This design comes from an exercise in tuning for small area on the open sky130 flow, not from production work. Function was checked by simulation only, so behaviour that the tests miss may differ from the original.

## run A
==> flow/design.v (excerpt) <==
module game_core #(
    parameter int NUM_METEORS   = 5,
    parameter int FIRE_COOLDOWN = 30,
    parameter int INVINC_FRAMES = 60
) (
    input  logic                      clk,
    input  logic                      reset_n,
    input  logic                      frame_tick,
    input  logic                      btn_up,
    input  logic                      btn_down,
    input  logic                      btn_left,
    input  logic                      btn_right,
    input  logic                      btn_fire,
    input  logic                      btn_restart,
    input  logic [23*NUM_METEORS-1:0] meteors,
    output logic [9:0]                ship_x,
    output logic [9:0]                ship_y,
    output logic [1:0]                ship_facing,
    output logic [9:0]                bullet_x,
    output logic [9:0]                bullet_y,
    output logic                      bullet_active,
    output logic [NUM_METEORS-1:0]    meteor_alive,
    output logic [15:0]               score,
    output logic [2:0]                ship_hp,
    output logic                      game_over
);
Size in the first run: ~190 I/O pins.
export LEC_CHECK = 0
export CAP_MARGIN = 20
export CORE_MARGIN = 2
export CORE_UTILIZATION = 60
export CTS_BUF_LIST = sky130_fd_sc_hd__clkbuf_4 sky130_fd_sc_hd__clkbuf_8
export CTS_CLUSTER_SIZE = 30
export SLEW_MARGIN = 20
export SYNTH_HIERARCHICAL = 1
export SYNTH_MINIMUM_KEEP_SIZE = 0
create_clock -name core_clock -period 10.0 [get_ports {clk}]
standard.sh (not shown) runs the stock make flow with config.mk's settings and CLKGATE_MAP_FILE= SYNTH_SCRIPT=/design/flow/synth_recipe.tcl, a recipe that flattens the netlist after the stock synthesis.
==> flow/flow/run.sh <==
#!/bin/bash
# The standard layout (standard.sh, standard synthesis unchanged) with two changes:
# the port buffers use the smallest buffer cell, and after floorplanning every
# combinational cell starts at its smallest size (later repair steps upsize as needed).
export BUFFER_PORTS_ARGS="-buffer_cell sky130_fd_sc_hd__buf_1"
export POST_FLOORPLAN_TCL="$PWD/flow/downsize.tcl"
bash standard.sh > standard.log 2>&1
Other scripts of this flow, unchanged in this note and not shown: flow/flow/downsize.tcl
Run A went all the way through synthesis, placement and routing and the layout is clean on timing, DRC and antenna.
Modified inputs, run B compared to run A
==> flow/flow/run.sh <==
#!/bin/bash
# The standard layout (standard.sh, standard synthesis unchanged) with three changes:
# the port buffers use the smallest buffer cell; after floorplanning every
# combinational cell starts at its smallest size (later repair steps upsize as needed);
# the clock tree uses no dummy loads and larger sink clusters.
export BUFFER_PORTS_ARGS="-buffer_cell sky130_fd_sc_hd__buf_1"
export POST_FLOORPLAN_TCL="$PWD/flow/downsize.tcl"
export CTS_ARGS="-sink_clustering_enable -repair_clock_nets -dont_use_dummy_load -buf_list sky130_fd_sc_hd__clkbuf_8 -root_buf sky130_fd_sc_hd__clkbuf_8 -sink_clustering_size 40 -sink_clustering_max_diameter 300 -sink_clustering_levels 1"
bash standard.sh > standard.log 2>&1
- Per the comparison of run B with run A, via-per-instance ratio closely matched the old numbers; required time at the endpoint of the critical path went down; met2 track utilization from global routing moved up.
- Via count of the first global-routing pass: run A vs run B, no meaningful difference
The inputs of run C differ from those of run B as listed below.
Settings: CTS_BUF_LIST no longer set, was sky130_fd_sc_hd__clkbuf_4 sky130_fd_sc_hd__clkbuf_8; CTS_CLUSTER_SIZE no longer set, was 30; GPL_TIMING_DRIVEN now 0, previously not set.
diff --git a/flow/flow/run.sh b/flow/flow/run.sh
--- a/flow/flow/run.sh
+++ b/flow/flow/run.sh
@@ -8 +8 @@
-export CTS_ARGS="-sink_clustering_enable -repair_clock_nets -dont_use_dummy_load -buf_list sky130_fd_sc_hd__clkbuf_8 -root_buf sky130_fd_sc_hd__clkbuf_8 -sink_clustering_size 40 -sink_clustering_max_diameter 300 -sink_clustering_levels 1"
+export CTS_ARGS="-sink_clustering_enable -repair_clock_nets -dont_use_dummy_load -buf_list sky130_fd_sc_hd__clkbuf_8 -sink_clustering_size 30"
Findings:
- Run C has completed all stages; timing, DRC and antenna checks passed.
- Run B went all the way through the flow, and no timing, DRC or antenna check failed.
- Per the comparison of run C with run B, proportion of layout cells with a drive suffix above 1 shows a reduction of 0.37 points; fraction of area in multi-input gates fell by 0.84 points.
- In the reports for run B and run C, the larger number of buffers and inverters on the critical path belongs to run C.
- Run C ended up with more standard cells than run B.
- [compare] base=run B new=run C: average via count per standard cell lost 1.2%, worst-case clock skew picked up an extra 0.0082 ns.
- Run C vs. run B: via count picked up an extra 108; final instance area +160 sq um; global-route wire length before repair saw a decrease.

---

game_core, a different RTL version from the one above (not shown whole).
For scale: ~190 I/O pins, about 11000 um^2 of cells after synthesis.
export LEC_CHECK = 0
export CAP_MARGIN = 20
export CORE_MARGIN = 2
export CORE_UTILIZATION = 60
export CTS_BUF_LIST = sky130_fd_sc_hd__clkbuf_8
export CTS_CLUSTER_DIAMETER = 300
export CTS_CLUSTER_SIZE = 40
export SLEW_MARGIN = 20
export SYNTH_HIERARCHICAL = 1
export SYNTH_MINIMUM_KEEP_SIZE = 0
create_clock -name core_clock -period 10.0 [get_ports {clk}]
==> flow/flow/run.sh <==
#!/bin/bash
# The standard layout (standard.sh, standard synthesis unchanged) with three changes:
# the port buffers use the smallest buffer cell; after floorplanning every
# combinational cell starts at its smallest size (later repair steps upsize as needed);
# the clock tree uses larger sink clusters.
export BUFFER_PORTS_ARGS="-buffer_cell sky130_fd_sc_hd__buf_1"
export POST_FLOORPLAN_TCL="$PWD/flow/downsize.tcl"
bash standard.sh > standard.log 2>&1
Other scripts of this flow, unchanged in this note and not shown: flow/flow/downsize.tcl
Change:
==> flow/flow/run.sh (replaced) <==
#!/bin/bash
# The standard layout (standard.sh, standard synthesis unchanged) with three changes:
# the port buffers use the smallest buffer cell; after floorplanning every
# combinational cell starts at its smallest size (later repair steps upsize as needed);
# the clock tree uses no dummy loads and larger sink clusters.
export BUFFER_PORTS_ARGS="-buffer_cell sky130_fd_sc_hd__buf_1"
export POST_FLOORPLAN_TCL="$PWD/flow/downsize.tcl"
export CTS_ARGS="-sink_clustering_enable -repair_clock_nets -dont_use_dummy_load -root_buf sky130_fd_sc_hd__clkbuf_16 -buf_list sky130_fd_sc_hd__clkbuf_16 -sink_clustering_size 80 -sink_clustering_max_diameter 1000 -sink_clustering_levels 1"
bash standard.sh > standard.log 2>&1
--- a/flow/config.mk
+++ b/flow/config.mk
@@ -9,7 +9,6 @@
 export CORE_MARGIN = 2
 export CORE_UTILIZATION = 60
-export CTS_BUF_LIST = sky130_fd_sc_hd__clkbuf_8
-export CTS_CLUSTER_DIAMETER = 300
-export CTS_CLUSTER_SIZE = 40
+export CTS_BUF_LIST = sky130_fd_sc_hd__clkbuf_4 sky130_fd_sc_hd__clkbuf_8
+export CTS_CLUSTER_SIZE = 30
 export SLEW_MARGIN = 20
 export SYNTH_HIERARCHICAL = 1
After rerunning: The changed run went through all stages and came out clean. Fmax hardly moves. Critical path depth stays the same. Non-clock buffer count stays the same.
Change:
--- a/flow/flow/run.sh
+++ b/flow/flow/run.sh
@@ -6,4 +6,4 @@
 export BUFFER_PORTS_ARGS="-buffer_cell sky130_fd_sc_hd__buf_1"
 export POST_FLOORPLAN_TCL="$PWD/flow/downsize.tcl"
-export CTS_ARGS="-sink_clustering_enable -repair_clock_nets -dont_use_dummy_load -root_buf sky130_fd_sc_hd__clkbuf_16 -buf_list sky130_fd_sc_hd__clkbuf_16 -sink_clustering_size 80 -sink_clustering_max_diameter 1000 -sink_clustering_levels 1"
+export CTS_ARGS="-sink_clustering_enable -repair_clock_nets -dont_use_dummy_load -buf_list sky130_fd_sc_hd__clkbuf_8 -sink_clustering_size 30"
 bash standard.sh > standard.log 2>&1
=> Area after synthesis does not change. Hold slack is about the same. Critical path depth does not change.

-- what the ideal ports hide --
How much do the figures lean on ideal ports? The routed layouts below were timed once more, with nothing changed but the port constraints. Step 1 sets driving cells, clkbuf_16 on the clock port and buf_2 on the other inputs (assumed; they add their load-dependent delay and slew). Step 2, shift: input delay + t, output delay - t, t = (earliest + latest rising clock arrival at the registers) / 2. This alone moves slack from input paths to output paths. a / b / c = ideal / step 1 / step 2; a / b = the first two.
| run | t (ns) | setup WS [ns] | slew at the worst register clock pin (ns) |
|---|---|---|---|
| run A | 0.411 | 1.106 / 1.122 / 0.710 | 0.10 / 0.10 |
| run B | 0.396 | 0.997 / 1.016 / 0.620 | 0.10 / 0.10 |
| run C | 0.407 | 0.570 / 0.589 / 0.182 | 0.11 / 0.11 |
| the first run of note 2 | 0.383 | 1.314 / 1.329 / 0.946 | 0.09 / 0.09 |
| the second run of note 2 | 0.363 | 1.298 / 1.315 / 0.952 | 0.06 / 0.06 |
| the third run of note 2 | 0.374 | 1.292 / 1.305 / 0.931 | 0.08 / 0.08 |
After both steps setup and hold are still met in every run listed. The setup slack of run A, which loses most, moves by +0.016 ns with the drivers and by -0.396 ns with both steps.
